Background: an optimization exercise with open tools, aiming at small area, a short achievable clock period and few clock cycles per item. Do not read the settings as production practice.
No functional check of the RTL was part of any run shown here.
Power is estimated from default activity; no workload was simulated.

==> run.sh <==
#!/bin/bash
# synth_recipe.tcl (not shown) runs the flow's synth.tcl, then flattens the netlist and writes it again
# the make line also repeats each setting of config.mk as NAME=value (left out here)
make -C /OpenROAD-flow-scripts/flow DESIGN_CONFIG=/design/flow/config.mk WORK_HOME=/design/flow/orfs CLKGATE_MAP_FILE= SYNTH_SCRIPT=/design/flow/synth_recipe.tcl finish
==> config.mk <==
export PLATFORM = sky130hd
export DESIGN_NAME = hash_ring_node_table
export DESIGN_NICKNAME = hash_ring_node_table
export VERILOG_FILES = /design/flow/design.v
export SDC_FILE = /design/flow/constraint.sdc
export NUM_CORES = 4
export LEC_CHECK = 0
export ABC_CLOCK_PERIOD_IN_PS = 2300
export CAP_MARGIN = 20
export CORE_MARGIN = 2
export CORE_UTILIZATION = 40
export PLACE_DENSITY = 0.6
export SETUP_SLACK_MARGIN = 2.7
export SLEW_MARGIN = 20
==> constraint.sdc <==
create_clock -name core_clock -period 5.0 [get_ports {clk}]
set_input_delay 1.0000 -clock core_clock [delete_from_list [all_inputs] [get_ports {clk}]]
set_output_delay 1.0000 -clock core_clock [all_outputs]
set_load 0.01 [all_outputs]
==> design.v <==
package hrnt_pkg;
  localparam int TABLE_ENTRIES_DEF = 16;
  localparam logic [31:0] CRC_POLY = 32'hEDB88320;
  localparam logic [31:0] CRC_INIT = 32'hFFFFFFFF;
  localparam logic [1:0] OP_FIND = 2'd0;
  localparam logic [1:0] OP_ADD  = 2'd1;
  localparam logic [1:0] OP_DEL  = 2'd2;
  localparam logic [1:0] ST_OK        = 2'd0;
  localparam logic [1:0] ST_NOT_FOUND = 2'd1;
  localparam logic [1:0] ST_FULL      = 2'd2;
  function automatic logic [31:0] crc_byte(input logic [31:0] crc, input logic [7:0] b);
    logic [31:0] c;
    c = crc ^ {24'd0, b};
    for (int k = 0; k < 8; k++) begin
      c = c[0] ? ((c >> 1) ^ CRC_POLY) : (c >> 1);
    end
    crc_byte = c;
  endfunction
  function automatic logic [1:0] cmp_ge_eq(input logic [31:0] a, input logic [31:0] b);
    logic [31:0] g, e;
    g = a & ~b;
    e = ~(a ^ b);
    for (int w = 1; w < 32; w = w * 2) begin
      for (int i = 0; i < 32; i += 2 * w) begin
        g[i] = g[i + w] | (e[i + w] & g[i]);
        e[i] = e[i + w] & e[i];
      end
    end
    cmp_ge_eq = {g[0] | e[0], e[0]};
  endfunction
  function automatic logic lt4(input logic [3:0] a, input logic [3:0] b);
    logic [3:0] l, e;
    l = ~a & b;
    e = ~(a ^ b);
    lt4 = l[3] | (e[3] & (l[2] | (e[2] & (l[1] | (e[1] & l[0])))));
  endfunction
endpackage
module hrnt_front (
  input  logic        clk,
  input  logic        rst_n,
  input  logic        in_valid,
  output logic        in_ready,
  input  logic [1:0]  in_opcode,
  input  logic [7:0]  in_key_byte,
  input  logic        in_last_byte,
  input  logic [31:0] in_node_address,
  input  logic [15:0] in_node_port,
  output logic        c_load,       
  output logic [1:0]  c_op,
  output logic [31:0] c_hash,
  output logic [31:0] c_addr,
  output logic [15:0] c_port,
  input  logic        c_free_now,   
  input  logic        c_free_next   
);
  logic        rdy_r;
  logic        bf_r;                
  logic [7:0]  bb_r;
  logic [1:0]  bop_r;
  logic [31:0] ba_r;
  logic [15:0] bp_r;
  logic [31:0] crc_r;
  logic [31:0] crc_base;
  logic        take, take_last, drain, direct, to_buf, bf_nxt;
  assign in_ready  = rdy_r;
  assign take      = in_valid && rdy_r;
  assign take_last = take && in_last_byte;
  assign drain     = bf_r && c_free_now;
  assign direct    = take_last && !bf_r && c_free_now;
  assign to_buf    = take_last && !direct;
  assign c_load = drain || direct;
  assign c_op   = bf_r ? bop_r : in_opcode;
  assign c_addr = bf_r ? ba_r  : in_node_address;
  assign c_port = bf_r ? bp_r  : in_node_port;
  assign c_hash = ~hrnt_pkg::crc_byte(crc_r, bf_r ? bb_r : in_key_byte);
  assign crc_base = drain ? hrnt_pkg::CRC_INIT : crc_r;
  assign bf_nxt   = to_buf || (bf_r && !drain);
  always_ff @(posedge clk) begin
    if (!rst_n) begin
      rdy_r <= 1'b1;
      bf_r  <= 1'b0;
      crc_r <= hrnt_pkg::CRC_INIT;
    end else begin
      rdy_r <= !bf_nxt || c_free_next;
      bf_r  <= bf_nxt;
      if (take && !in_last_byte) begin
        crc_r <= hrnt_pkg::crc_byte(crc_base, in_key_byte);
      end else if (direct) begin
        crc_r <= hrnt_pkg::CRC_INIT;
      end else begin
        crc_r <= crc_base;
      end
    end
  end
  always_ff @(posedge clk) begin
    if (to_buf) begin
      bb_r  <= in_key_byte;
      bop_r <= in_opcode;
      ba_r  <= in_node_address;
      bp_r  <= in_node_port;
    end
  end
endmodule
module hrnt_back #(
  parameter int NTAP = 4
) (
  input  logic        clk,
  input  logic        rst_n,
  input  logic        c_load,
  input  logic [1:0]  c_op,
  input  logic [31:0] c_hash,
  input  logic [31:0] c_addr,
  input  logic [15:0] c_port,
  output logic        c_free_now,
  output logic        c_free_next,
  output logic        out_valid,
  input  logic        out_ready,
  output logic [1:0]  out_status,
  output logic [31:0] out_found_address,
  output logic [15:0] out_found_port,
  output logic [31:0] out_key_hash
);
  localparam int N  = 16;
  localparam int R  = N / NTAP;    
  localparam int CW = $clog2(R + 1);
  logic [31:0] r_hash [N];
  logic [31:0] r_addr [N];
  logic [15:0] r_port [N];
  logic        r_vld  [N];
  logic [3:0]  r_rank [N];
  logic        f_ge   [N];    
  logic        f_eq   [N];
  logic [1:0]  k_op;
  logic [31:0] k_hash;
  logic [31:0] k_addr;
  logic [15:0] k_port;
  logic          act_r;        
  logic [CW-1:0] cyc_r;        
  logic          fov_r;        
  logic [1:0]    y_op_r;       
  logic          ipend_r;      
  logic [3:0]    ins_rank_r;
  logic [4:0]    count_r;
  logic          hit_r, fnd_r;
  logic [3:0]    brank_r;
  logic        ov_r;
  logic [1:0]  os_r;
  logic [31:0] oa_r, kh_r;
  logic [15:0] op_r;
  assign out_valid         = ov_r;
  assign out_status        = os_r;
  assign out_found_address = oa_r;
  assign out_found_port    = op_r;
  assign out_key_hash      = kh_r;
  logic t_ge [NTAP];
  logic t_eq [NTAP];
  always_comb begin
    for (int j = 0; j < NTAP; j++) begin
      {t_ge[j], t_eq[j]} = hrnt_pkg::cmp_ge_eq(r_hash[j*R], k_hash);
    end
  end
  always_ff @(posedge clk) begin
    for (int i = 0; i < N; i++) begin
      if (((i + N - 1) % N) % R == 0) begin
        f_ge[i] <= t_ge[((i + N - 1) % N) / R];
        f_eq[i] <= t_eq[((i + N - 1) % N) / R];
      end else begin
        f_ge[i] <= f_ge[(i + N - 1) % N];
        f_eq[i] <= f_eq[(i + N - 1) % N];
      end
    end
  end
  logic cap, restart, capt, first;
  assign cap     = act_r && (cyc_r != '0);
  assign restart = cap && ov_r && !out_ready;
  assign capt    = (cap && !restart) || fov_r;
  assign first   = act_r && (cyc_r == CW'(1));
  logic        cd_ge [NTAP];
  logic        cd_eq [NTAP];
  logic [3:0]  cd_rk [NTAP];
  logic        win   [NTAP];
  logic        any_win, any_eq, bfound, hit_f, fnd_f;
  logic [31:0] win_addr;
  logic [15:0] win_port;
  logic [3:0]  win_rank, brank_f;
  always_comb begin
    bfound = fnd_r && !first;
    for (int j = 0; j < NTAP; j++) begin
      cd_ge[j] = f_ge[(j*R + 1) % N] && r_vld[(j*R + 1) % N];
      cd_eq[j] = f_eq[(j*R + 1) % N] && r_vld[(j*R + 1) % N];
      cd_rk[j] = r_rank[(j*R + 1) % N];
    end
    any_eq = 1'b0;
    for (int j = 0; j < NTAP; j++) begin
      win[j] = cd_ge[j] && (!bfound || hrnt_pkg::lt4(cd_rk[j], brank_r));
      any_eq = any_eq || cd_eq[j];
    end
    for (int j = 0; j < NTAP; j++) begin
      for (int i = j + 1; i < NTAP; i++) begin
        if (hrnt_pkg::lt4(cd_rk[j], cd_rk[i])) begin
          win[i] = win[i] && !cd_ge[j];
        end else begin
          win[j] = win[j] && !cd_ge[i];
        end
      end
    end
    any_win  = 1'b0;
    win_addr = '0;
    win_port = '0;
    win_rank = '0;
    for (int j = 0; j < NTAP; j++) begin
      any_win  = any_win || win[j];
      win_addr = win_addr | ({32{win[j]}} & r_addr[(j*R + 1) % N]);
      win_port = win_port | ({16{win[j]}} & r_port[(j*R + 1) % N]);
      win_rank = win_rank | ({4{win[j]}} & cd_rk[j]);
    end
    hit_f   = (hit_r && !first) || any_eq;
    fnd_f   = bfound || any_win;
    brank_f = any_win ? win_rank : brank_r;
  end
  always_ff @(posedge clk) begin
    if (capt) begin
      hit_r   <= hit_f;
      fnd_r   <= fnd_f;
      brank_r <= brank_f;
    end
  end
  logic       fin_reg, fin;
  logic [1:0] op_f;
  logic       full, do_clr, do_inc, do_dec, need_inj, inj_fin, inj_wait, inj;
  logic [3:0] ins_f;
  logic [1:0] status;
  assign fin_reg  = act_r && (cyc_r == CW'(R)) && !restart;
  assign fin      = fin_reg || fov_r;
  assign op_f     = fov_r ? y_op_r : k_op;
  assign full     = count_r[4];
  assign do_clr   = fin && hit_f && (op_f == hrnt_pkg::OP_ADD || op_f == hrnt_pkg::OP_DEL);
  assign do_inc   = fin && (op_f == hrnt_pkg::OP_ADD) && !hit_f && !full;
  assign do_dec   = fin && (op_f == hrnt_pkg::OP_DEL) && hit_f;
  assign need_inj = (op_f == hrnt_pkg::OP_ADD) && (hit_f || !full);
  assign ins_f    = fnd_f ? brank_f : count_r[3:0];
  assign inj_fin  = fin_reg && need_inj && !r_vld[N-1];
  assign inj_wait = ipend_r && !r_vld[N-1];
  assign inj      = inj_fin || inj_wait;
  always_comb begin
    case (op_f)
      hrnt_pkg::OP_FIND: status = fnd_f ? hrnt_pkg::ST_OK : hrnt_pkg::ST_NOT_FOUND;
      hrnt_pkg::OP_ADD:  status = (hit_f || !full) ? hrnt_pkg::ST_OK : hrnt_pkg::ST_FULL;
      hrnt_pkg::OP_DEL:  status = hit_f ? hrnt_pkg::ST_OK : hrnt_pkg::ST_NOT_FOUND;
      default:           status = hrnt_pkg::ST_NOT_FOUND;
    endcase
  end
  logic ovl_ok, fin_free, idle, load;
  assign idle     = !act_r && !ipend_r;
  assign ovl_ok   = act_r && (cyc_r == CW'(R - 1)) && !restart && (k_op != hrnt_pkg::OP_ADD);
  assign fin_free = fin_reg && (!need_inj || inj_fin);
  assign c_free_now = idle || ovl_ok || fin_free || inj_wait;
  assign load       = c_load && c_free_now;
  logic          act_nxt, ipend_nxt, ov_nxt;
  logic [CW-1:0] cyc_nxt;
  always_comb begin
    act_nxt   = act_r;
    ipend_nxt = ipend_r;
    cyc_nxt   = cyc_r;
    if (fin_reg) begin
      act_nxt   = 1'b0;
      ipend_nxt = need_inj && !inj_fin;
    end
    if (inj_wait) ipend_nxt = 1'b0;
    if (restart) begin
      cyc_nxt = CW'(1);
    end else if (act_r && cyc_r != CW'(R)) begin
      cyc_nxt = cyc_r + 1'b1;
    end
    if (load) begin
      act_nxt = 1'b1;
      cyc_nxt = '0;
    end
    ov_nxt = fin || (ov_r && !out_ready);
  end
  assign c_free_next = (!act_nxt && !ipend_nxt) ||
                       (act_nxt && cyc_nxt == CW'(R - 1) && !ov_nxt && k_op != hrnt_pkg::OP_ADD) ||
                       (act_nxt && cyc_nxt == CW'(R) && k_op != hrnt_pkg::OP_ADD) ||
                       (ipend_nxt && !r_vld[N-2]);
  always_ff @(posedge clk) begin
    if (!rst_n) begin
      act_r   <= 1'b0;
      ipend_r <= 1'b0;
      fov_r   <= 1'b0;
      ov_r    <= 1'b0;
      count_r <= '0;
    end else begin
      act_r   <= act_nxt;
      ipend_r <= ipend_nxt;
      fov_r   <= load && ovl_ok;
      ov_r    <= ov_nxt;
      if (do_inc) begin
        count_r <= count_r + 1'b1;
      end else if (do_dec) begin
        count_r <= count_r - 1'b1;
      end
    end
  end
  always_ff @(posedge clk) begin
    cyc_r <= cyc_nxt;
    if (load && ovl_ok) y_op_r <= k_op;
    if (fin_reg) ins_rank_r <= ins_f;
    if (load) begin
      k_op   <= c_op;
      k_hash <= c_hash;
      k_addr <= c_addr;
      k_port <= c_port;
    end
  end
  always_ff @(posedge clk) begin
    for (int i = 0; i < N; i++) begin
      if (i == 0 && inj) begin
        r_hash[0] <= k_hash;
        r_addr[0] <= k_addr;
        r_port[0] <= k_port;
      end else begin
        r_hash[i] <= r_hash[(i + N - 1) % N];
        r_addr[i] <= r_addr[(i + N - 1) % N];
        r_port[i] <= r_port[(i + N - 1) % N];
      end
    end
  end
  for (genvar i = 0; i < N; i++) begin : g_slot
    localparam int S = (i + N - 1) % N;
    logic eq, gt;
    assign eq = f_eq[S] && r_vld[S];
    assign gt = f_ge[S] && !f_eq[S] && r_vld[S];
    always_ff @(posedge clk) begin
      if (!rst_n) begin
        r_vld[i] <= 1'b0;
      end else if (i == 0 && inj) begin
        r_vld[i] <= 1'b1;
      end else begin
        r_vld[i] <= r_vld[S] && !(do_clr && eq);
      end
      if (i == 0 && inj) begin
        r_rank[i] <= inj_fin ? ins_f : ins_rank_r;
      end else if (do_inc && gt) begin
        r_rank[i] <= r_rank[S] + 1'b1;
      end else if (do_dec && gt) begin
        r_rank[i] <= r_rank[S] - 1'b1;
      end else begin
        r_rank[i] <= r_rank[S];
      end
    end
  end
  always_ff @(posedge clk) begin
    if (fin) begin
      os_r <= status;
    end
    if (first && !restart) begin
      kh_r <= k_hash;
    end
    if (fin && !(op_f == hrnt_pkg::OP_FIND && fnd_f)) begin
      oa_r <= '0;
      op_r <= '0;
    end else if (capt && any_win) begin
      oa_r <= win_addr;
      op_r <= win_port;
    end
  end
endmodule
module hash_ring_node_table (
  input  logic         clk,
  input  logic         rst_n,
  input  logic         in_valid,
  output logic         in_ready,
  input  logic [1:0]   in_opcode,
  input  logic [7:0]   in_key_byte,
  input  logic         in_last_byte,
  input  logic [31:0]  in_node_address,
  input  logic [15:0]  in_node_port,
  output logic         out_valid,
  input  logic         out_ready,
  output logic [1:0]   out_status,
  output logic [31:0]  out_found_address,
  output logic [15:0]  out_found_port,
  output logic [31:0]  out_key_hash
);
  logic        c_load, c_free_now, c_free_next;
  logic [1:0]  c_op;
  logic [31:0] c_hash, c_addr;
  logic [15:0] c_port;
  hrnt_front u_front (
    .clk             (clk),
    .rst_n           (rst_n),
    .in_valid        (in_valid),
    .in_ready        (in_ready),
    .in_opcode       (in_opcode),
    .in_key_byte     (in_key_byte),
    .in_last_byte    (in_last_byte),
    .in_node_address (in_node_address),
    .in_node_port    (in_node_port),
    .c_load          (c_load),
    .c_op            (c_op),
    .c_hash          (c_hash),
    .c_addr          (c_addr),
    .c_port          (c_port),
    .c_free_now      (c_free_now),
    .c_free_next     (c_free_next)
  );
  hrnt_back u_back (
    .clk               (clk),
    .rst_n             (rst_n),
    .c_load            (c_load),
    .c_op              (c_op),
    .c_hash            (c_hash),
    .c_addr            (c_addr),
    .c_port            (c_port),
    .c_free_now        (c_free_now),
    .c_free_next       (c_free_next),
    .out_valid         (out_valid),
    .out_ready         (out_ready),
    .out_status        (out_status),
    .out_found_address (out_found_address),
    .out_found_port    (out_found_port),
    .out_key_hash      (out_key_hash)
  );
endmodule
==> summary.md, run 1 <==
| Metric | Value |
|---|---|
| Dpl ws | 1.221 ns |
| Register bit total from synthesis | 1,672 |
| Drt first pass iters | 5 |
| Skew-Pair Late Insertion Delay | 0.76 ns |
| Hold-fix buffers, CTS | 0 |
| Num rows | 127 |
| CP Launch Type | flip-flop |
| 1st-iter DRT viols | around 2,100 |
| Worst hold path depth | 0 |
| Netlist cell types | 72 |
| Gr ovfl total | 0 |
| Final setup vio count | 0 |
| Combinational power share | 10.8% |
| Via/cell ratio | 4.862 |
| GPL Wtd Cong | 0.8276 |
| LEAKAGE | 26.07 nW |
| Critical path class | reg -> reg |
| Switching Share | 24.28% |
| Setup ws final | 1.888 ns |
| I/O pin cnt | approximately 150 |
| Fmax | 321.4 MHz |
| Number of flops mapped to enable cells by yosys | 186 |
| Compound-Gate Fraction of Synth Area | 8.048% |
| Die height | 350.6 um |
| Largest family of logic cells by synthesized area | compound AO/OA/AOI/OAI gates |
| Synth Area in Adders | 5.275% |
| Initial antenna violation count | 5 |
| Worst Hold Class | reg -> reg |
| Post-route ant nets | 0 |
| Die area | roughly 120,000 um^2 |
| Fin. max-slew vios | 0 |
| RSZ-0062 raised after global routing | true |
| Pwr/cell area | about 470 nW/um^2 |
| Commonest register cell after synthesis | dfxtp_1 |
| Slew margin rel. | around 28% |
| Cells after Synth | around 3,500 |
| Final Critical Period | 3.112 ns |
| Wire per inst | 21.70 um |
| Clock-pin slew on the worst setup and hold paths | around 0.07 ns |
| Avg Inst Size Synth | 13.77 um^2 |
| Status | finished clean |
| Setup Skew | 0.04723 ns |
| Layout area overhead | 34.49% |
| Int Pwr | 22.80 mW |
| Root Buffer | clkbuf_16 |
| Clock power share | 41.1% |
| Sequential fraction of the synthesis area | 73.53% |
| Final WL | 125.4 mm |
| CP Data Required Time | 5.62 ns |
| Simple-Gate Fraction of Synth Area | approximately 5.5% |
| Synth warnings | 15 |
| Via Count | 28,091 |
| Core Area | 119,500 um^2 |
| R2R cell count | 12 |
| Net switching power | between 7 and 8 mW |
| Fraction of registers with async set/reset | 0% |
| Endpoints failing hold | 0 |
| Starting density of the core | 40.22% |
| Hold Slack | between 0.2 and 0.3 ns |
| Post-Syn Nets | around 3,800 |
| CP Capture Type | flip-flop |
| Flop pwr share | 48.1% |
| Layout cells sized above 1 | 31.82% |
| Setup TNS | 0 ns |
| Final Power | 30.11 mW |
| CTS Sinks | 1,672 |
| CTS tree | done |
| Largest net degree at the start of global routing | between 50 and 60 |
| Num CTS Buffers | 162 |
| # H-tree levels | 4 |
| Worst Path Max Fanout | 6 |
| First-pass GRT wire length | 177.4 mm |
| Vias in the first global route | 27,668 |
| Post-synthesis mux area share | 1.401% |
| Maximum vdd ir drop | around 0.00035 V |
| Die width | ~350 um |
| Mapped cell area | 48,060 um^2 |
| Post-DP HPWL | 63.31 mm |
| Fin crit share | 62.23% |
| Slew @ Worst Pin | 1.073 ns |
| Final net count | ~4,300 |
| Synth Area in XOR/XNOR | 4.450% |
| Critical Path AT | 3.73 ns |
| Max cap viols | 0 |
| CTS Buffer Depth | 3 |
| Number of port buffers | around 150 |
| Drt drc | 0 |
| GRT Overall Usage | 19.43% |
## metrics by stage
| stage | cells | instance area, um^2 | utilization, % |
|---|---|---|---|
| 6_report | 5778 | 64630 | 54.09 |
| 5_1_grt | 5776 | 64630 | 54.08 |
| 4_1_cts | 5675 | 62210 | 52.06 |
| 3_5_place_dp | 5152 | 52220 | 43.70 |
| 3_3_place_gp | 5152 | 52220 | 43.70 |
| 2_1_floorplan | 3489 | 49260 | - |
## critical path, cell delays in order, from the launching register on
cell and delay (ns):
edfxtp_1 0.42, buf_6 0.16, ha_1 0.26, a31o_2 0.24, a21o_1 0.18, a211oi_2 0.28, nor4_4 0.09, buf_4 0.15
o41a_4 0.55, buf_12 0.19, buf_16 0.16, nor2_1 0.22, a221oi_4 0.05
## layout make-up
class	count	area, um^2
clock inverter	72	874.6
timing repair buffer	491	6299
fill	9576	54860
multi-input combinational	1610	14910
tap	1612	2017
antenna	2	5.005
clock buffer	229	4703
sequential	1672	35450
inverter	90	369.1
## logic make-up (layout without fill, tap and decap cells)
| logic type | after synthesis | in the layout |
|---|---|---|
| AND/OR/NAND/NOR | 593 | 594 |
| buffers and inverters | 210 | 882 |
| XOR/XNOR | 232 | 232 |
| other | 0 | 2 |
| AO/OA/AOI/OAI | 519 | 521 |
| adder cells (fa/ha/maj) | 202 | 202 |
| multiplexers | 61 | 61 |
| flip-flops | 1672 | 1672 |
## what timing repair did
| item | CTS | global route |
|---|---|---|
| buffers inserted | 164 | 88 |
| gates cloned | 58 | 13 |
| hold endpoints to repair | 0 | 0 |
| endpoints found under the setup margin | 499 | 456 |
| gates resized for setup | 853 | 385 |
| pin swaps | 170 | 266 |
## synth_stat cells, drive strengths merged (13+ instances only)
cell,n,area [um^2]
nor2,184,690.7
nand4,45,281.5
a22oi,28,210.2
o21ai,78,394.1
clkbuf,80,300.3
o22a,13,113.9
buf,40,205.2
mux2,50,563.0
and3,13,81.33
a221oi,96,965.9
nor3,19,95.09
a21oi,88,455.4
xor2,69,604.3
o32ai,17,148.9
a21o,68,510.5
nand2,257,969.7
xnor2,157,1398
inv,90,337.8
nand3b,15,125.1
edfxtp,186,5585
o22ai,14,87.58
a22o,50,437.9
or4,14,108.9
ha,201,2515
a31oi,22,137.6
dfxtp,1486,29750
## state kept, by name, indices dropped and copies added (netlist names), 5 cells and up
| signal | count |
|---|---|
| u_back.oa_r | 32 |
| u_back.k_hash | 32 |
| u_front.bp_r | 16 |
| u_front.crc_r | 32 |
| u_back.k_addr | 32 |
| u_back.r_hash | 512 |
| u_front.ba_r | 32 |
| u_back.f_eq | 16 |
| u_back.r_addr | 512 |
| u_back.k_port | 16 |
| u_back.f_ge | 16 |
| u_back.op_r | 16 |
| u_back.count_r | 5 |
| u_back.r_port | 256 |
| u_back.kh_r | 32 |
| u_back.r_rank | 64 |
| u_front.bb_r | 8 |
| u_back.r_vld | 16 |
## metal layers
metal / GRT usage [%] / vias up / part of all wire (%)
met1: 27.77 / 14010 / 47
met2: 30.32 / 697 / 45
li1: - / 13213 / -
met4: 5.273 / 6 / 1.9
met5: 0 / - / 0.029
met3: 3.441 / 165 / 5.4
## path summary, 6_finish.rpt
kind / from / slack (ns) / endpoint
min: u_back.r_addr[12][24] / 0.29 / u_back.r_addr[13][24]
min reg2reg: u_back.r_addr[12][24] / 0.29 / u_back.r_addr[13][24]
max: u_back.brank_r[1] / 1.89 / u_back.oa_r[9]
max reg2reg: u_back.brank_r[1] / 1.89 / u_back.oa_r[9]
## cell usage in the layout, fill, tap and decap left out, types with 34 or more instances in the layout
| master | count |
|---|---|
| edfxtp_1 | 186 |
| clkbuf_1 | 34 |
| nand4_1 | 45 |
| mux2_2 | 50 |
| buf_4 | 135 |
| ha_1 | 184 |
| clkdlybuf4s50_1 | 52 |
| buf_6 | 101 |
| a221oi_2 | 47 |
| nor2_1 | 109 |
| clkbuf_16 | 178 |
| xor2_1 | 57 |
| a21o_1 | 67 |
| nand2_2 | 61 |
| buf_16 | 57 |
| a22o_1 | 48 |
| a21oi_2 | 50 |
| a221oi_1 | 48 |
| xnor2_1 | 124 |
| dfxtp_1 | 1436 |
| buf_2 | 51 |
| buf_12 | 55 |
| nand2_4 | 40 |
| inv_1 | 61 |
| nand2_1 | 155 |
| nor2_4 | 51 |
## power groups by stage
stage	Clock, mW	Sequential [mW]	Combinational (mW)
after floorplan	0	14.5	1.73
after global placement	0	14.8	2.25
after detailed placement	0	14.8	2.26
after CTS	12.6	14.5	2.95
after global routing	13.2	14.5	3.51
final	12.4	14.5	3.26
==> run 2: changes to the inputs <==
--- a/design.v
+++ b/design.v
@@ -173,2 +173,4 @@
   logic cap, restart, capt, first;
+  logic [1:0] op_c;
+  assign op_c = fov_r ? y_op_r : k_op;
   assign cap     = act_r && (cyc_r != '0);
@@ -180,3 +182,6 @@
   logic [3:0]  cd_rk [NTAP];
+  logic [3:0]  tp_rk [NTAP];
   logic        win   [NTAP];
+  logic [NTAP*NTAP-1:0] pw_r, pw_nxt;   
+  logic [NTAP-1:0]      lb_r, lb_nxt;   
   logic        any_win, any_eq, bfound, hit_f, fnd_f;
@@ -191,2 +196,3 @@
       cd_rk[j] = r_rank[(j*R + 1) % N];
+      tp_rk[j] = r_rank[j*R];
     end
@@ -194,3 +200,3 @@
     for (int j = 0; j < NTAP; j++) begin
-      win[j] = cd_ge[j] && (!bfound || hrnt_pkg::lt4(cd_rk[j], brank_r));
+      win[j] = cd_ge[j] && (!bfound || lb_r[j]);
       any_eq = any_eq || cd_eq[j];
@@ -199,3 +205,3 @@
       for (int i = j + 1; i < NTAP; i++) begin
-        if (hrnt_pkg::lt4(cd_rk[j], cd_rk[i])) begin
+        if (pw_r[j*NTAP+i]) begin
           win[i] = win[i] && !cd_ge[j];
@@ -219,2 +225,19 @@
     brank_f = any_win ? win_rank : brank_r;
+    for (int j = 0; j < NTAP; j++) begin
+      for (int i = 0; i < NTAP; i++) begin
+        pw_nxt[j*NTAP+i] = hrnt_pkg::lt4(tp_rk[j], tp_rk[i]);
+      end
+      lb_nxt[j] = 1'b0;
+      if (capt && any_win) begin
+        for (int k = 0; k < NTAP; k++) begin
+          lb_nxt[j] = lb_nxt[j] || (win[k] && hrnt_pkg::lt4(tp_rk[j], cd_rk[k]));
+        end
+      end else begin
+        lb_nxt[j] = hrnt_pkg::lt4(tp_rk[j], brank_r);
+      end
+    end
+  end
+  always_ff @(posedge clk) begin
+    pw_r <= pw_nxt;
+    lb_r <= lb_nxt;
   end
@@ -358,8 +381,5 @@
     end
-    if (fin && !(op_f == hrnt_pkg::OP_FIND && fnd_f)) begin
-      oa_r <= '0;
-      op_r <= '0;
-    end else if (capt && any_win) begin
-      oa_r <= win_addr;
-      op_r <= win_port;
+    if (capt && (first || any_win)) begin
+      oa_r <= (op_c == hrnt_pkg::OP_FIND) ? win_addr : '0;
+      op_r <= (op_c == hrnt_pkg::OP_FIND) ? win_port : '0;
     end
==> summary.md, run 2 <==
| Metric | Value |
|---|---|
| Simple-Gate Fraction of Synth Area | under 10% |
| Initial antenna violation count | 11 |
| CP Capture Type | flip-flop |
| Commonest register cell after synthesis | dfxtp_1 |
| R2R cell count | 11 |
| Vias in the first global route | roughly 27,000 |
| Die height | 355.2 um |
| Via Count | about 28,000 |
| Reg area | 36,030 um^2 |
| Skew-Pair Late Insertion Delay | 0.77 ns |
| CTS tree | done |
| Worst Hold Class | reg -> reg |
| Synth Area in XOR/XNOR | under 10% |
| CTS Buffer Depth | 3 |
| Mapped cell area | 49,330 um^2 |
| Post-Syn Nets | approximately 3,700 |
| I/O pin cnt | 147 |
| Largest family of logic cells by synthesized area | compound AO/OA/AOI/OAI gates |
| Area share of the largest cell type after synthesis | 58.77% |
| Setup Skew | around 0.032 ns |
| Commonest cells after routing, fill and taps aside | dfxtp_1, edfxtp_1, ha_1, clkbuf_16, buf_4 |
| Area occupied by multi-input gates | between 15,000 and 20,000 um^2 |
| Commonest non-fill, non-tap cell in the layout | dfxtp_1 |
| CP Launch Type | flip-flop |
| Largest area contributor in the netlist | dfxtp_1 |
| Fraction of registers with async set/reset | 0% |
| Clock-pin slew on the worst setup and hold paths | 0.06 ns |
| Top flop regs | u_back.r_addr: 512 flops, u_back.r_hash: 512 flops, u_back.r_port: 256 flops |
| Num rows | 128 |
| Die width | 355.2 um |
| Die area | between 100,000 and 150,000 um^2 |
| Worst Path Max Fanout | 6 |
| Top cells by area, synth | dfxtp_1, edfxtp_1, ha_1, mux2_2, xnor2_1 |
| RSZ-0062 raised after global routing | true |
| Register bit total from synthesis | 1,682 |
| GRT Overall Usage | 18.77% |
| LEAKAGE | 25.39 nW |
| Layout cells sized above 1 | 28.78% |
| WHS Endpoint | u_back.r_hash[14][30] |
| Core Area | ~120,000 um^2 |
| Fin. max-slew vios | 0 |
| Num CTS Buffers | around 160 |
| Fin crit share | 55.13% |
| Number of port buffers | between 100 and 150 |
| Critical Path AT | 3.38 ns |
| Netlist cell types | 71 |
| CP max-delay cell | dfxtp_2 |
| Worst path cell trace | inv_4 -> ha_4 -> and3b_2 -> o211a_4 -> a32oi_4 -> buf_12 -> nand3b_1 -> xor2_4 -> xnor3_1 -> o22ai_1 -> nand2_1 |
| CP Data Required Time | roughly 5.6 ns |
| CTS Sinks | 1,682 |
| Critical path class | reg -> reg |
| Number of flops mapped to enable cells by yosys | 234 |
| Gr ovfl total | 0 |
| Post-route ant nets | 0 |
| Root Buffer | clkbuf_16 |
| Endpoints failing hold | 0 |
| Post-synthesis mux area share | 3.333% |
| R2R setup slack | 2.24 ns |
| Layout area overhead | 30.99% |
| Synth Area in Adders | 6.357% |
| Largest net degree at the start of global routing | 47 |
| Worst hold path depth | 0 |
| Via/cell ratio | 4.849 |
| Fmax | approximately 360 MHz |
| Slew margin rel. | 48.57% |
| Top cells by count, synth | dfxtp_1, ha_1, edfxtp_1 |
| Drt drc | 0 |
| Status | finished clean |
| Critical R2R Capture | u_front.crc_r[7] |
| First-pass GRT wire length | between 150 and 200 mm |
| Max cap viols | 0 |
| Reg2reg start | u_back.cyc_r[1] |
| 1st-iter DRT viols | 1,841 |
| Wire per inst | roughly 22 um |
| Crit path largest cell delay | 0.38 ns |
| Pwr/cell area | 467.6 nW/um^2 |
| Cell with the most instances after synthesis | dfxtp_1 |
| Avg Inst Size Synth | around 14 um^2 |
| Slew @ Worst Pin | 0.7706 ns |
| Sequential fraction of the synthesis area | approximately 73% |
| Synth warnings | 16 |
| Starting density of the core | 40.42% |
| Placed insts | 5,140 |
| HP Start | u_back.r_hash[13][30] |
| Compound-Gate Fraction of Synth Area | 7.442% |
| Setup TNS | 0 ns |
| Non-filler cells, final | 5,731 |
| Drt first pass iters | 5 |
| Fillers | 9,844 |
| Final setup vio count | 0 |
| Maximum vdd ir drop | 0.0002809 V |
| Cells after Synth | around 3,400 |
| # H-tree levels | 4 |
| Final WL | 123.4 mm |
| Hold-fix buffers, CTS | 0 |
| GPL Wtd Cong | approximately 0.82 |
| Final Critical Period | 2.757 ns |
| Post-DP HPWL | 64.56 mm |
| Final net count | 4,284 |
[run 2: cell count changes after synthesis, moves of 20 or more]
cell / previous run / this run
a21boi_0: 0 / 48
a221oi_1: 76 / 6
a221oi_2: 20 / 0
a22o_1: 50 / 4
a22oi_1: 28 / 108
clkbuf_1: 80 / 60
dfxtp_1: 1486 / 1448
edfxtp_1: 186 / 234
ha_1: 201 / 249
mux2_2: 50 / 130
nand2_1: 255 / 135
nor2_1: 184 / 88
nor2b_1: 6 / 38
[run 2: through the flow]
stage          cell area [um^2]  hold slack, ns  power, mW  utilization [%]  worst slack [ns]
2_1_floorplan             49540          0.3096      16.29                -             1.328
3_3_place_gp              52970          0.3098      17.01            43.41            0.7983
3_5_place_dp              52970          0.3121      17.04            43.41            0.7106
4_1_cts                   62580          0.3038      29.95            51.28             2.342
5_1_grt                   64610          0.3058      31.24            52.94             2.188
6_report                  64610          0.3068      30.21            52.95             2.243
[run 2: how the worst max path moves through the flow]
stage / startpoint / end / slack (ns) / depth (start not counted)
CTS: u_back.cyc_r[1] / u_front.crc_r[3] / 2.34 / 13
floorplan: out_ready / u_back.y_op_r[0] / 1.33 / 8
detailed placement: out_ready / u_front.crc_r[18] / 0.71 / 11
global route: u_back.cyc_r[1] / u_back.count_r[4] / 2.19 / 14
global placement: out_ready / u_front.crc_r[18] / 0.80 / 11
finish: u_back.cyc_r[1] / u_front.crc_r[7] / 2.24 / 11
[run 2: worst max-delay path, delay by kind of cell (launching register included)]
kind                     cells  cell delay, ns
AO/OA/AOI/OAI                3            0.71
XOR/XNOR                     2            0.67
adder cells (fa/ha/maj)      1            0.16
buffers and inverters        2            0.23
flip-flops                   1            0.38
AND/OR/NAND/NOR              3            0.47
[run 2: layout make-up]
type	instances	share of cell area (%)
antenna	3	0.01162
clock buffer	234	7.403
clock inverter	57	1.036
inverter	95	0.5964
multi-input combinational	1566	23.61
sequential	1682	55.77
tap	1625	3.147
timing repair buffer	469	8.431
[run 2: what timing repair did]
item / in CTS / in global routing
endpoints found under the setup margin: 581 / 529
gates resized for setup: 845 / 251
hold endpoints to repair: 0 / 0
buffers inserted: 174 / 71
pin swaps: 178 / 152
cloned: 41 / 11
[run 2: power breakdown]
group | total [mW] | leakage, nW | internal, mW | switching (mW)
clock | 12.3 | 2.67 | 7.15 | 5.12
sequential | 14.6 | 13.8 | 14.3 | 0.357
combinational | 3.32 | 8.97 | 1.69 | 1.63
[run 2: layer usage]
layer,track usage [%],up-vias,routed length (um)
li1,-,13105,-
met1,26.73,13776,57990
met2,29.06,707,55800
met3,3.410,195,6738
met4,5.729,8,2859
met5,0,-,48
[run 2: logic make-up after synthesis]
family | after synthesis
compound gates | 531
fa+ha+maj | 250
flops | 1682
buf+inv | 193
mux | 148
simple gates | 405
xor+xnor | 221
==> run 3: changes to the inputs <==
--- a/config.mk
+++ b/config.mk
@@ -14 +14,2 @@
 export SLEW_MARGIN = 20
+export TNS_END_PERCENT = 10
==> summary.md, run 3 <==
| Metric | Value |
|---|---|
| Drt drc | 0 |
| LEAKAGE | 24.33 nW |
| Reg2reg start | u_back.cyc_r[0] |
| Simple-Gate Fraction of Synth Area | 4.033% |
| Placed insts | 5,139 |
| CTS Buffer Depth | 3 |
| Setup crit end | u_back.count_r[4] |
| First-pass GRT wire length | 161.3 mm |
| Status | finished clean |
| Skew-Pair Late Insertion Delay | 0.78 ns |
| Num CTS Buffers | 160 |
| Worst hold path depth | 0 |
| Register bit total from synthesis | 1,682 |
| Final WL | between 100 and 150 mm |
| GRT Overall Usage | 17.06% |
| I/O pin cnt | 147 |
| Commonest non-fill, non-tap cell in the layout | dfxtp_1 |
| Post-Syn Nets | around 3,700 |
| R2R setup slack | 2.24 ns |
| CP Data Required Time | 5.68 ns |
| Via Count | 26,888 |
| CP startpoint | u_back.cyc_r[0] |
| Final setup vio count | 0 |
| Synth warnings | 16 |
| Maximum vdd ir drop | about 0.00036 V |
| 1st-iter DRT viols | between 1,500 and 2,000 |
| Non-filler cells, final | 5,642 |
| Top flop regs | u_back.r_addr: 512 flops, u_back.r_hash: 512 flops, u_back.r_port: 256 flops |
| Pwr/cell area | approximately 480 nW/um^2 |
| Die area | roughly 130,000 um^2 |
| Final net count | 4,197 |
| Root Buffer | clkbuf_16 |
| Clock-pin slew on the worst setup and hold paths | roughly 0.060 ns |
| Largest family of logic cells by synthesized area | compound AO/OA/AOI/OAI gates |
| Compound-Gate Fraction of Synth Area | 7.442% |
| Sequential fraction of the synthesis area | about three quarters |
| Worst Hold Class | reg -> reg |
| Fin. max-slew vios | 0 |
| CTS Sinks | 1,682 |
| # H-tree levels | 4 |
| Slew margin rel. | 42.93% |
| Hold Slack | 0.3043 ns |
| GPL Wtd Cong | 0.8131 |
| Wire per inst | around 20 um |
| Synth Area in XOR/XNOR | 4.261% |
| CTS tree | done |
| Num rows | 128 |
| Largest net degree at the start of global routing | 47 |
| Via/cell ratio | between 4 and 5 |
| Endpoints failing hold | 0 |
| Final Critical Period | 2.758 ns |
| RSZ-0062 raised after global routing | true |
| Netlist cell types | 71 |
| Mapped cell area | 49,330 um^2 |
| Commonest cells after routing, fill and taps aside | dfxtp_1, edfxtp_1, ha_1, clkbuf_16, buf_4 |
| Avg Inst Size Synth | 14.38 um^2 |
| Post-DP HPWL | between 60 and 70 mm |
| Gr ovfl total | 0 |
| Critical Path AT | about 3.4 ns |
| Number of flops mapped to enable cells by yosys | 234 |
| Setup TNS | 0 ns |
| Die width | 355.2 um |
| Drt first pass iters | 5 |
| Setup Skew | 0.03469 ns |
| Slew @ Worst Pin | 0.8541 ns |
| Layout area overhead | 25.02% |
| Core Area | 122,000 um^2 |
| Max cap viols | 0 |
| Fillers | 10,237 |
| Fin crit share | between 50% and 60% |
| CP Launch Type | flip-flop |
| Die height | 355.2 um |
| CP Capture Type | flip-flop |
| Critical path class | reg -> reg |
| Number of port buffers | 146 |
| Largest area contributor in the netlist | dfxtp_1 |
| R2R cell count | 13 |
| Area occupied by multi-input gates | 13,880 um^2 |
| Commonest register cell after synthesis | dfxtp_1 |
| Fraction of registers with async set/reset | 0% |
| Critical R2R Capture | u_back.count_r[4] |
| Reg area | about 36,000 um^2 |
| Top cells by area, synth | dfxtp_1, edfxtp_1, ha_1, mux2_2, xnor2_1 |
| Final Power | 29.47 mW |
| Worst Path Max Fanout | 6 |
| Initial antenna violation count | 13 |
| Synth Area in Adders | around 6.4% |
| Layout cells sized above 1 | 20.79% |
| Fmax | 362.5 MHz |
| Post-synthesis mux area share | 3.333% |
| Cells after Synth | 3,430 |
| Top cells by count, synth | dfxtp_1, ha_1, edfxtp_1 |
| Cell with the most instances after synthesis | dfxtp_1 |
| Starting density of the core | 40.42% |
| Vias in the first global route | about 26,000 |
| Post-route ant nets | 0 |
| Area share of the largest cell type after synthesis | 58.77% |
| Hold-fix buffers, CTS | 0 |
| HP Start | u_back.r_port[6][4] |
## run 3: cell families (layout without fill, tap and decap cells)
group	count (synthesis)	count (layout)
AND/OR/NAND/NOR	405	408
XOR/XNOR	221	221
multiplexers	148	148
adder cells (fa/ha/maj)	250	250
AO/OA/AOI/OAI	531	535
buffers and inverters	193	772
flip-flops	1682	1682
other	0	1
## run 3: how the worst min path moves through the flow
stage                                        to  slack [ns]
final                       u_back.r_port[7][4]        0.30
after global placement     u_back.r_hash[3][19]        0.31
after floorplan            u_back.r_addr[11][0]        0.31
after global routing      u_back.r_hash[10][25]        0.31
after detailed placement   u_back.r_addr[13][1]        0.31
after CTS                   u_back.r_port[7][4]        0.30
## run 3: power breakdown
part           internal [mW]  total (mW)  switching, mW
clock                   6.82        12.0           5.18
combinational           1.43        2.85           1.42
sequential              14.3        14.6          0.353
## run 3: per-layer routing
metal / up-vias / part of all wire (%) / GRT usage (%) / wire (um)
met1: 13106 / 47 / 23.87 / 53110
met2: 653 / 44 / 25.80 / 49860
li1: 12902 / - / - / -
met3: 215 / 5.6 / 4.021 / 6339
met4: 12 / 3.0 / 6.102 / 3365
met5: - / 0.062 / 0 / 70
## run 3: cell type report
type	instances	area share, %
sequential	1682	58.44
tap	1625	3.297
clock buffer	225	7.383
timing repair buffer	383	6.458
antenna	1	0.004058
inverter	95	0.6269
clock inverter	69	1.282
multi-input combinational	1562	22.51
## run 3: critical path, stage by stage (launching register included)
cell,delay (ns)
dfxtp_4,0.40
ha_4,0.14
and3b_2,0.22
o211a_4,0.22
clkinvlp_4,0.15
nor3_4,0.24
inv_4,0.09
fa_2,0.35
a21o_1,0.20
a21oi_2,0.15
nand3_1,0.12
nor3_1,0.17
a21oi_1,0.07
a21oi_1,0.13
## run 3: per-stage QoR
| stage | utilization (%) | cell area, um^2 | worst slack, ns |
|---|---|---|---|
| floorplan | - | 49370 | 1.327 |
| global placement | 43.33 | 52880 | 0.6736 |
| detailed placement | 43.33 | 52880 | 0.7093 |
| CTS | 48.94 | 59720 | 2.304 |
| global route | 50.53 | 61670 | 2.129 |
| finish | 50.53 | 61670 | 2.242 |
## run 3: what timing repair did
action | CTS | global route
gates cloned | 15 | 8
gates resized for setup | 175 | 198
setup buffers | 76 | 109
setup endpoints to repair | 579 | 570
pin swaps | 42 | 112
==> run 4: changes to the inputs <==
--- a/config.mk
+++ b/config.mk
@@ -12,4 +12,3 @@
 export PLACE_DENSITY = 0.6
-export SETUP_SLACK_MARGIN = 2.7
+export SETUP_SLACK_MARGIN = 2.3
 export SLEW_MARGIN = 20
-export TNS_END_PERCENT = 10
==> summary.md, run 4 <==
| Metric | Value |
|---|---|
| Root Buffer | clkbuf_16 |
| Slew margin rel. | 38.51% |
| Avg Inst Size Synth | 14.38 um^2 |
| Synth warnings | 16 |
| Pwr/cell area | 486.0 nW/um^2 |
| Cell with the most instances after synthesis | dfxtp_1 |
| Post-placement cell area | 52,990 um^2 |
| Critical Path AT | approximately 3.1 ns |
| R2R setup slack | between 2 and 2.5 ns |
| Gr ovfl total | 0 |
| Initial antenna violation count | 11 |
| Worst Path Max Fanout | 35 |
| CTS tree | done |
| Die area | about 130,000 um^2 |
| Drt first pass iters | 5 |
| Sequential fraction of the synthesis area | about three quarters |
| Flop pwr share | 50.3% |
| I/O pin cnt | 147 |
| Slew @ Worst Pin | 0.9224 ns |
| R2R cell count | 9 |
| Final setup vio count | 0 |
| Final net count | 4,074 |
| Crit path largest cell delay | ~0.41 ns |
| Status | finished clean |
| Setup Skew | 0.02651 ns |
| Reg2reg start | u_back.cyc_r[1] |
| Mapped cell area | approximately 49,000 um^2 |
| Switching Share | 23.16% |
| CP Data Required Time | 5.45 ns |
| CTS Sinks | 1,682 |
| Commonest non-fill, non-tap cell in the layout | dfxtp_1 |
| Post-Syn Nets | 3,743 |
| Worst path cell trace | buf_4 -> ha_1 -> ha_1 -> nand2_1 -> a211oi_4 -> or3_1 -> a21oi_4 -> o21a_4 -> buf_12 |
| Final WL | between 100 and 150 mm |
| Final Critical Period | 2.684 ns |
| Post-route ant nets | 0 |
| Wire per inst | 19.31 um |
| Post-DP HPWL | 64.56 mm |
| Fin. max-slew vios | 0 |
| Die width | 355.2 um |
| Cells after Synth | 3,430 |
| Critical path class | reg -> reg |
| HP Start | u_back.r_hash[10][4] |
| Die height | roughly 360 um |
| Top flop regs | u_back.r_addr: 512 flops, u_back.r_hash: 512 flops, u_back.r_port: 256 flops |
| CP startpoint | u_back.cyc_r[1] |
| Core Area | 122,000 um^2 |
| CP max-delay cell | or3_1 |
| WHS Endpoint | u_back.r_hash[11][4] |
| Vias in the first global route | between 20,000 and 30,000 |
| First-pass GRT wire length | 160.2 mm |
| Area share of the largest cell type after synthesis | between 50% and 60% |
| Worst hold path depth | 0 |
| 1st-iter DRT viols | 1,775 |
| Critical Path Most Common Cell | ha_1 |
| LEAKAGE | 23.48 nW |
| Largest area contributor in the netlist | dfxtp_1 |
| Skew-Pair Late Insertion Delay | 0.79 ns |
| Top cells by count, synth | dfxtp_1, ha_1, edfxtp_1 |
| Commonest register cell after synthesis | dfxtp_1 |
| Num CTS Buffers | 158 |
| CTS Buffer Depth | 3 |
| CP Launch Type | flip-flop |
| Net switching power | 6.730 mW |
| Max cap viols | 0 |
| Netlist cell types | 71 |
| GPL Wtd Cong | 0.8414 |
| Register bit total from synthesis | around 1,700 |
| Largest net degree at the start of global routing | 50 |
| CP Capture Type | flip-flop |
| Fillers | 10,489 |
| Drt drc | 0 |
| Top cells by area, synth | dfxtp_1, edfxtp_1, ha_1, mux2_2, xnor2_1 |
| Combinational power share | 8.2% |
| Int Pwr | 22.33 mW |
| # H-tree levels | 4 |
| Layout cells sized above 1 | between 10% and 20% |
| Endpoints failing hold | 0 |
| Via/cell ratio | about 4.7 |
| Via Count | 26,153 |
| Fraction of registers with async set/reset | 0% |
| Critical R2R Capture | u_front.ba_r[30] |
| Setup TNS | 0 ns |
| Final instance area | 59,790 um^2 |
| Hold Slack | 0.3058 ns |
| Fin crit share | 53.69% |
| Number of port buffers | around 150 |
| Fmax | ~370 MHz |
| Number of flops mapped to enable cells by yosys | 234 |
| Starting density of the core | between 40% and 50% |
| Clock power share | 41.5% |
| GRT Overall Usage | 16.85% |
| Clock-pin slew on the worst setup and hold paths | 0.07 ns |
| Layout area overhead | 21.21% |
| RSZ-0062 raised after global routing | true |
| Num rows | 128 |
| Worst Hold Class | reg -> reg |
| Commonest cells after routing, fill and taps aside | dfxtp_1, ha_1, edfxtp_1, clkbuf_16 |
| Maximum vdd ir drop | 0.0003337 V |
-- run 4: routing by layer --
metal  track usage, %  routed length, um  vias up
met5                0                 29        -
met4            5.593               2482        4
met3            3.508               5407      167
met2            25.48              46850      581
met1            24.04              51880    12744
li1                 -                  -    12657
-- run 4: cell families after synthesis --
kind of cell | count (synthesis) | share of synthesized area [%]
AO/OA/AOI/OAI | 531 | 7.442
buffers and inverters | 193 | 1.563
multiplexers | 148 | 3.333
XOR/XNOR | 221 | 4.261
adder cells (fa/ha/maj) | 250 | 6.357
flip-flops | 1682 | 73.01
AND/OR/NAND/NOR | 405 | 4.033
-- run 4: worst max path at each step --
stage / end / slack (ns) / cells after the start
after floorplan: u_back.y_op_r[0] / 1.33 / 8
after global placement: u_front.crc_r[18] / 0.77 / 11
after detailed placement: u_front.crc_r[18] / 0.73 / 11
after CTS: u_back.k_hash[27] / 2.22 / 9
after global routing: u_back.cyc_r[1] / 2.24 / 13
final: u_front.ba_r[30] / 2.32 / 9
-- run 4: stage by stage --
stage	total power, mW	utilization (%)	std cells	worst slack [ns]
final	29.06	48.99	5523	2.316
after global routing	30.17	48.98	5519	2.240
after CTS	29.24	48.55	5486	2.217
after detailed placement	17.01	43.42	5137	0.7286
after global placement	16.99	43.42	5137	0.7719
after floorplan	16.28	-	3430	1.328
-- run 4: final cells by class --
| type | instances | area [um^2] | area share, % |
|---|---|---|---|
| multi-input combinational | 1561 | 13300 | 22.24 |
| timing repair buffer | 263 | 2650 | 4.432 |
| clock inverter | 73 | 825.8 | 1.381 |
| inverter | 95 | 376.6 | 0.6299 |
| antenna | 4 | 10.01 | 0.01674 |
| clock buffer | 220 | 4556 | 7.620 |
| sequential | 1682 | 36040 | 60.28 |
| tap | 1625 | 2033 | 3.401 |
-- run 4: what timing repair did --
item	CTS	global route
pin swaps	24	24
buffers inserted	46	32
gates resized for setup	137	71
endpoints found under the setup margin	408	220
hold buffers	0	0
gates cloned	10	1
-- run 4: critical path, delay by kind of cell (launching register included) --
family / cells / cell delay, ns
compound gates: 3 / 0.61
simple gates: 2 / 0.54
buf+inv: 2 / 0.44
fa+ha+maj: 2 / 0.36
flops: 1 / 0.34
-- run 4: power groups by stage --
stage / sequential [mW] / clock (mW) / combinational [mW]
after floorplan: 14.7 / 0 / 1.57
after global placement: 14.9 / 0 / 2.09
after detailed placement: 14.9 / 0 / 2.11
after CTS: 14.6 / 12.3 / 2.29
after global routing: 14.6 / 12.9 / 2.62
final: 14.6 / 12.0 / 2.40
==> run 5: changes to the inputs <==
--- a/design.v
+++ b/design.v
@@ -57,3 +57,3 @@
   logic        bf_r;                
-  logic [7:0]  bb_r;
+  logic [31:0] bh_r;
   logic [1:0]  bop_r;
@@ -62,3 +62,3 @@
   logic [31:0] crc_r;
-  logic [31:0] crc_base;
+  logic [31:0] crc_step;
   logic        take, take_last, drain, direct, to_buf, bf_nxt;
@@ -70,2 +70,3 @@
   assign to_buf    = take_last && !direct;
+  assign crc_step  = hrnt_pkg::crc_byte(crc_r, in_key_byte);
   assign c_load = drain || direct;
@@ -74,5 +75,4 @@
   assign c_port = bf_r ? bp_r  : in_node_port;
-  assign c_hash = ~hrnt_pkg::crc_byte(crc_r, bf_r ? bb_r : in_key_byte);
-  assign crc_base = drain ? hrnt_pkg::CRC_INIT : crc_r;
-  assign bf_nxt   = to_buf || (bf_r && !drain);
+  assign c_hash = bf_r ? bh_r  : ~crc_step;
+  assign bf_nxt = to_buf || (bf_r && !drain);
   always_ff @(posedge clk) begin
@@ -85,8 +85,4 @@
       bf_r  <= bf_nxt;
-      if (take && !in_last_byte) begin
-        crc_r <= hrnt_pkg::crc_byte(crc_base, in_key_byte);
-      end else if (direct) begin
-        crc_r <= hrnt_pkg::CRC_INIT;
-      end else begin
-        crc_r <= crc_base;
+      if (take) begin
+        crc_r <= in_last_byte ? hrnt_pkg::CRC_INIT : crc_step;
       end
@@ -96,3 +92,3 @@
     if (to_buf) begin
-      bb_r  <= in_key_byte;
+      bh_r  <= ~crc_step;
       bop_r <= in_opcode;
--- a/config.mk
+++ b/config.mk
@@ -11,2 +11,4 @@
 export CORE_UTILIZATION = 40
+export CTS_CLUSTER_DIAMETER = 100
+export CTS_CLUSTER_SIZE = 30
 export PLACE_DENSITY = 0.6
==> summary.md, run 5 <==
| Metric | Value |
|---|---|
| Status | failed layout checks |
| Layout Check Fails | antenna rules |
| Die height | between 300 and 400 um |
| Root Buffer | clkbuf_16 |
| Worst Hold Class | reg -> reg |
| GRT Overall Usage | 15.47% |
| Synth warnings | 16 |
| Fin util | 45.76% |
| Worst path cell trace | ha_4 -> nand3b_1 -> buf_6 -> a211oi_4 -> inv_2 -> nor4_4 -> inv_4 -> fa_2 -> a21o_1 -> a21oi_2 -> nand3_2 -> nor3_2 -> a21oi_1 -> a21oi_1 |
| Fin. max-slew vios | 0 |
| Avg Inst Size Synth | 14.80 um^2 |
| Fillers | 10,838 |
| Die width | around 350 um |
| Skew-Pair Late Insertion Delay | 0.68 ns |
| Final Critical Period | 2.772 ns |
| Critical Path AT | 3.39 ns |
| Num CTS Buffers | 69 |
| Post-Syn Nets | 3,623 |
| Final setup vio count | 0 |
| Cells after Synth | about 3,300 |
| Pwr/cell area | 442.6 nW/um^2 |
| GPL Wtd Cong | 0.7997 |
| Slew @ Worst Pin | 1.011 ns |
| Clock-pin slew on the worst setup and hold paths | 0.12 ns |
| LEAKAGE | about 22 nW |
| Die area | ~130,000 um^2 |
| Sequential fraction of the synthesis area | between 70 and 80% |
| Largest net degree at the start of global routing | 64 |
| CP Launch Type | flip-flop |
| # H-tree levels | 3 |
| Final instance area | 55,690 um^2 |
| Final Power | 24.65 mW |
| Final net count | 3,837 |
| CTS Sinks | 1,706 |
| Post-DP HPWL | 60.92 mm |
| Hold-fix buffers, CTS | 0 |
| Commonest non-fill, non-tap cell in the layout | dfxtp_1 |
| CP Capture Type | flip-flop |
| I/O pin cnt | 147 |
| Largest area contributor in the netlist | dfxtp_1 |
| Fin crit share | a little under three fifths |
| First-pass GRT wire length | 148.8 mm |
| CTS tree | done |
| Setup Skew | 0.03289 ns |
| Critical path class | reg -> reg |
| Max cap viols | 0 |
| Mapped cell area | 48,980 um^2 |
| Register bit total from synthesis | 1,706 |
| Endpoints failing hold | 0 |
| Maximum vdd ir drop | 0.0002957 V |
| Gr ovfl total | 0 |
| Vias in the first global route | about 25,000 |
| Slew margin rel. | between 30% and 40% |
| CP Data Required Time | between 5 and 6 ns |
| Cell with the most instances after synthesis | dfxtp_1 |
| Starting density of the core | 40.24% |
| RSZ-0062 raised after global routing | true |
| Drt first pass iters | 6 |
| Critical Path Most Common Cell | a21oi_1 |
| 1st-iter DRT viols | between 1,500 and 2,000 |
| Commonest register cell after synthesis | dfxtp_1 |
| Commonest cells after routing, fill and taps aside | dfxtp_1, edfxtp_1, ha_1, mux2_2, clkdlybuf4s50_1 |
| Core Area | around 120,000 um^2 |
| Wire per inst | 18.89 um |
| Via Count | 24,639 |
| Dpl ws | roughly 1.0 ns |
| Via/cell ratio | 4.734 |
| Layout area overhead | 13.71% |
| Initial antenna violation count | 8 |
| Post-route ant nets | 1 |
| Post-placement cell area | 52,650 um^2 |
| Num rows | 128 |
| Setup TNS | 0 ns |
| Final WL | slightly below 100 mm |
| Area share of the largest cell type after synthesis | 59.18% |
| Fraction of registers with async set/reset | 0% |
| Drt drc | 0 |
| Worst Path Max Fanout | 6 |
| Setup ws final | 2.228 ns |
| Top cells by area, synth | dfxtp_1, edfxtp_1, ha_1, mux2_2, a22oi_1 |
| Layout cells sized above 1 | 11.83% |
| Netlist cell types | 63 |
| Number of flops mapped to enable cells by yosys | 258 |
| Top cells by count, synth | dfxtp_1, edfxtp_1, ha_1 |
| Crit path largest cell delay | 0.41 ns |
| CP max-delay cell | dfxtp_4 |
| Fmax | 360.8 MHz |
| Number of port buffers | between 100 and 150 |
| Top flop regs | u_back.r_addr: 512 flops, u_back.r_hash: 512 flops, u_back.r_port: 256 flops |
| CTS Buffer Depth | 3 |
## run 5: cell count changes after synthesis, moves of 14 or more
cell,change
mux2_2,+32
o21a_1,+20
nor2b_1,-15
o22a_1,-15
nand3_1,-14
o211ai_1,+26
a21o_1,-16
a22oi_1,+18
nand2_1,-39
edfxtp_1,+24
xor2_1,-31
xnor2_1,-60
## run 5: metal layers
metal / vias up / wire length [um] / GRT usage [%] / part of all wire [%]
li1: 12040 / - / - / -
met1: 12115 / 48900 / 22.33 / 50
met2: 374 / 43250 / 23.97 / 44
met3: 108 / 4059 / 2.521 / 4.1
met4: 2 / 2089 / 4.475 / 2.1
met5: - / 10 / 0 / 0.010
## run 5: layout make-up
| type | count | area [um^2] | share of cell area, % |
|---|---|---|---|
| Tap cell | 1625 | 2033 | 3.651 |
| Timing Repair Buffer | 222 | 2296 | 4.123 |
| Sequential cell | 1706 | 36750 | 65.99 |
| Multi-Input combinational cell | 1432 | 12120 | 21.77 |
| Inverter | 93 | 354.1 | 0.6358 |
| Clock inverter | 13 | 224.0 | 0.4021 |
| Antenna cell | 5 | 12.51 | 0.02247 |
| Clock buffer | 109 | 1898 | 3.408 |
## run 5: stage by stage
stage | std cells | hold slack, ns
2_1_floorplan | 3310 | 0.3096
3_3_place_gp | 5023 | 0.3096
3_5_place_dp | 5023 | 0.3121
4_1_cts | 5182 | 0.3146
5_1_grt | 5200 | 0.3007
6_report | 5205 | 0.3041
## run 5: final timing paths
check	startpoint	to	slack (ns)	depth (start not counted)
worst max register to register	u_back.cyc_r[0]	u_back.count_r[4]	2.23	14
worst min-delay path	u_back.r_addr[11][17]	u_back.r_addr[12][17]	0.30	0
worst min register to register	u_back.r_addr[11][17]	u_back.r_addr[12][17]	0.30	0
worst max-delay path	u_back.cyc_r[0]	u_back.count_r[4]	2.23	14
## run 5: critical path: cells and delay by family (launching register included)
family                   cells  cell delay, ns
AND/OR/NAND/NOR              4            0.65
flip-flops                   1            0.41
adder cells (fa/ha/maj)      2            0.50
buffers and inverters        3            0.34
AO/OA/AOI/OAI                5            0.82
## run 5: where the power goes
part | internal, mW | switching [mW]
clock | 2.81 | 4.14
combinational | 0.988 | 1.25
sequential | 15.0 | 0.472
## run 5: cell families after synthesis
| group | count (synthesis) | share of synthesized area [%] |
|---|---|---|
| flops | 1706 | 75.00 |
| fa+ha+maj | 250 | 6.402 |
| compound gates | 542 | 7.549 |
| buf+inv | 176 | 1.390 |
| mux | 169 | 3.868 |
| xor+xnor | 119 | 2.189 |
| simple gates | 348 | 3.602 |
## run 5: timing repair
action                                  in CTS  in global routing
cloned                                       5                  2
gates resized for setup                     63                 40
endpoints found under the setup margin     463                225
setup buffers                               32                 16
pin swaps                                   12                 14
==> run 6: changes to the inputs <==
--- a/config.mk
+++ b/config.mk
@@ -11,4 +11,4 @@
 export CORE_UTILIZATION = 40
-export CTS_CLUSTER_DIAMETER = 100
-export CTS_CLUSTER_SIZE = 30
+export CTS_BUF_LIST = sky130_fd_sc_hd__clkbuf_8
+export CTS_CLUSTER_SIZE = 20
 export PLACE_DENSITY = 0.6
==> summary.md, run 6 <==
| Metric | Value |
|---|---|
| Mapped cell area | 48,980 um^2 |
| Number of port buffers | 146 |
| Post-Syn Nets | between 3,000 and 4,000 |
| Cells after Synth | between 3,000 and 4,000 |
| Synth Area in Adders | approximately 6.4% |
| Largest area contributor in the netlist | dfxtp_1 |
| CTS Sinks | 1,706 |
| Drt drc | 0 |
| Top cells by area, synth | dfxtp_1, edfxtp_1, ha_1, mux2_2, a22oi_1 |
| Layout cells sized above 1 | approximately a fifth |
| Die width | 353.9 um |
| Final net count | around 4,000 |
| LEAKAGE | 23.67 nW |
| Num rows | 128 |
| Area share of the largest cell type after synthesis | 59.18% |
| Wire per inst | between 15 and 20 um |
| Fin crit share | 54.56% |
| Commonest non-fill, non-tap cell in the layout | dfxtp_1 |
| GRT Overall Usage | roughly 16% |
| GPL Wtd Cong | 0.7997 |
| Max cap viols | 0 |
| Clock-pin slew on the worst setup and hold paths | approximately 0.060 ns |
| Final WL | 101.2 mm |
| Compound-Gate Fraction of Synth Area | between 7 and 8% |
| Critical Path Most Common Cell | a21oi_1 |
| Worst Hold Class | reg -> reg |
| Starting density of the core | 40.24% |
| Layout area overhead | 19.75% |
| Drt first pass iters | 5 |
| Final Critical Period | approximately 2.7 ns |
| Synth Area in XOR/XNOR | 2.189% |
| 1st-iter DRT viols | 1,447 |
| Setup Skew | 0.07305 ns |
| Slew margin rel. | 34.12% |
| Fin. max-slew vios | 0 |
| Reg2reg start | u_back.cyc_r[0] |
| Die height | 353.9 um |
| Worst Path Max Fanout | 6 |
| Maximum vdd ir drop | 0.0002456 V |
| Synth warnings | 16 |
| Fraction of registers with async set/reset | 0% |
| I/O pin cnt | about 150 |
| R2R cell count | 14 |
| Top cells by count, synth | dfxtp_1, edfxtp_1, ha_1 |
| # H-tree levels | 5 |
| Status | finished clean |
| Setup TNS | 0 ns |
| First-pass GRT wire length | 154.9 mm |
| Critical R2R Capture | u_back.count_r[4] |
| Placed insts | 5,023 |
| Critical Path AT | 3.60 ns |
| Num CTS Buffers | between 200 and 300 |
| Root Buffer | clkbuf_8 |
| Die area | 125,300 um^2 |
| Netlist cell types | 63 |
| WHS Endpoint | u_back.r_addr[1][0] |
| Initial antenna violation count | 6 |
| Largest net degree at the start of global routing | 64 |
| Avg Inst Size Synth | 14.80 um^2 |
| Worst hold path depth | 0 |
| Fmax | 366.6 MHz |
| Post-route ant nets | 0 |
| Commonest cells after routing, fill and taps aside | dfxtp_1, clkbuf_8, edfxtp_1, ha_1, mux2_2 |
| Critical path class | reg -> reg |
| Fin util | 48.19% |
| CP Launch Type | flip-flop |
| R2R setup slack | 2.27 ns |
| Sequential fraction of the synthesis area | 75.00% |
| Top flop regs | u_back.r_addr: 512 flops, u_back.r_hash: 512 flops, u_back.r_port: 256 flops |
| Via/cell ratio | roughly 4.7 |
| RSZ-0062 raised after global routing | true |
| Post-DP HPWL | 60.92 mm |
| CTS tree | done |
| Fillers | 10,650 |
| HP Start | u_back.r_addr[0][0] |
| Gr ovfl total | 0 |
| Final setup vio count | 0 |
| Simple-Gate Fraction of Synth Area | under 10% |
| Vias in the first global route | roughly 27,000 |
| CP max-delay cell | dfxtp_4 |
| Endpoints failing hold | 0 |
| Slew @ Worst Pin | 0.9882 ns |
| Hold Slack | ~0.28 ns |
| Post-synthesis mux area share | 3.868% |
| Crit path max-delay family | compound AO/OA/AOI/OAI gates |
| Non-filler cells, final | 5,539 |
| Via Count | between 20,000 and 30,000 |
| CP Data Required Time | 5.87 ns |
| Crit path largest cell delay | 0.38 ns |
| Largest family of logic cells by synthesized area | compound AO/OA/AOI/OAI gates |
| Worst Path Buf+Inv | 3 |
| Number of flops mapped to enable cells by yosys | 258 |
| CP Capture Type | flip-flop |
| Pwr/cell area | 500.8 nW/um^2 |
| Skew-Pair Late Insertion Delay | 0.97 ns |
| CTS Buffer Depth | 4 |
| Worst path cell trace | ha_1 -> nand3b_1 -> buf_6 -> a211oi_4 -> inv_2 -> nor4_4 -> inv_4 -> fa_2 -> a21o_1 -> a21oi_2 -> nand3_2 -> nor3_2 -> a21oi_1 -> a21oi_1 |
| Register bit total from synthesis | 1,706 |
| Commonest register cell after synthesis | dfxtp_1 |
| Core Area | 121,700 um^2 |
| Cell with the most instances after synthesis | dfxtp_1 |
==> run 6: how the worst max path moves through the flow <==
stage	startpoint	slack, ns	depth (start not counted)	endpoint
3_3_place_gp	out_ready	1.09	10	u_back.r_rank[0][3]
2_1_floorplan	out_ready	1.60	6	u_back.k_addr[0]
5_1_grt	u_back.cyc_r[0]	2.14	14	u_back.count_r[4]
3_5_place_dp	out_ready	1.02	10	u_back.r_rank[0][1]
6_report	u_back.cyc_r[0]	2.27	14	u_back.count_r[4]
4_1_cts	u_back.cyc_r[0]	2.14	12	u_back.r_rank[0][2]
==> run 6: kinds of logic after synthesis <==
group / count (synthesis)
DFF: 1706
AOI/OAI and AO/OA: 542
and+or+nand+nor: 348
adders and majority gates: 250
buffers and inverters: 176
muxes: 169
xor gates and xnor gates: 119
==> run 6: power by group <==
group,total [mW],leakage [nW],switching (mW),internal (mW)
Combinational,2.19,6.35,1.24,0.950
Clock,11.7,3.14,5.09,6.61
Sequential,15.5,14.2,0.473,15.0
==> run 6: routing by layer <==
metal	routed length, um	vias up	GRT usage [%]
met2	44520	534	24.34
li1	-	12557	-
met5	13	-	0
met4	2093	2	6.034
met1	49310	12548	22.27
met3	5210	157	4.335
==> run 6: cell type report <==
type | count | area (um^2) | share of cell area, %
clock buffer | 349 | 4803 | 8.189
inverter | 93 | 356.6 | 0.6079
clock inverter | 127 | 718.2 | 1.224
tap | 1625 | 2033 | 3.466
antenna | 3 | 7.507 | 0.01280
multi-input combinational | 1432 | 12050 | 20.54
sequential | 1706 | 36750 | 62.65
timing repair buffer | 204 | 1939 | 3.306
==> run 6: timing repair <==
action | CTS | global route
hold buffers | 0 | 0
buffers inserted | 18 | 14
setup endpoints to repair | 519 | 271
gates resized for setup | 244 | 33
gates cloned | 5 | 0
pin swaps | 11 | 12
==> run 6: through the flow <==
step | power, mW | area (um^2) | setup slack [ns]
6_report | 29.37 | 58660 | 2.272
2_1_floorplan | 17.04 | 49220 | 1.599
4_1_cts | 29.74 | 58390 | 2.143
3_5_place_dp | 17.87 | 52650 | 1.016
5_1_grt | 30.72 | 58650 | 2.136
3_3_place_gp | 17.84 | 52650 | 1.087

separate check: timing with driven ports:
How much do the figures lean on ideal ports? The routed layouts below were timed once more, with nothing changed but the port constraints.
Step 1 sets driving cells, clkbuf_16 on the clock port and buf_2 on the other inputs (assumed; they add their load-dependent delay and slew).
Step 2 moves the port delays by t, midway between the first and last clock arrival at a register: inputs arrive t later, outputs are due t later. That takes back most of the time a late clock gives input paths.
a / b / c = ideal ports / drivers / drivers and shift; a / b = the first two.
run | shift t [ns] | setup WS [ns] | hold slack, ns | worst setup path at the end
run 1 | 0.814 | 1.888 / 1.888 / 1.593 | 0.292 / 0.292 / 0.292 | input to register
run 2 | 0.823 | 2.243 / 2.243 / 1.593 | 0.307 / 0.307 / 0.307 | input to register
run 3 | 0.835 | 2.242 / 2.242 / 1.502 | 0.304 / 0.304 / 0.304 | input to register
run 4 | 0.843 | 2.316 / 2.300 / 1.463 | 0.306 / 0.306 / 0.306 | input to register
run 5 | 0.733 | 2.228 / 2.228 / 1.531 | 0.304 / 0.304 / 0.304 | input to register
run 6 | 0.988 | 2.272 / 2.261 / 1.306 | 0.275 / 0.275 / 0.275 | input to register
For run 6, which loses most, drivers alone change the setup slack by -0.011 ns; drivers and shift together by -0.966 ns.
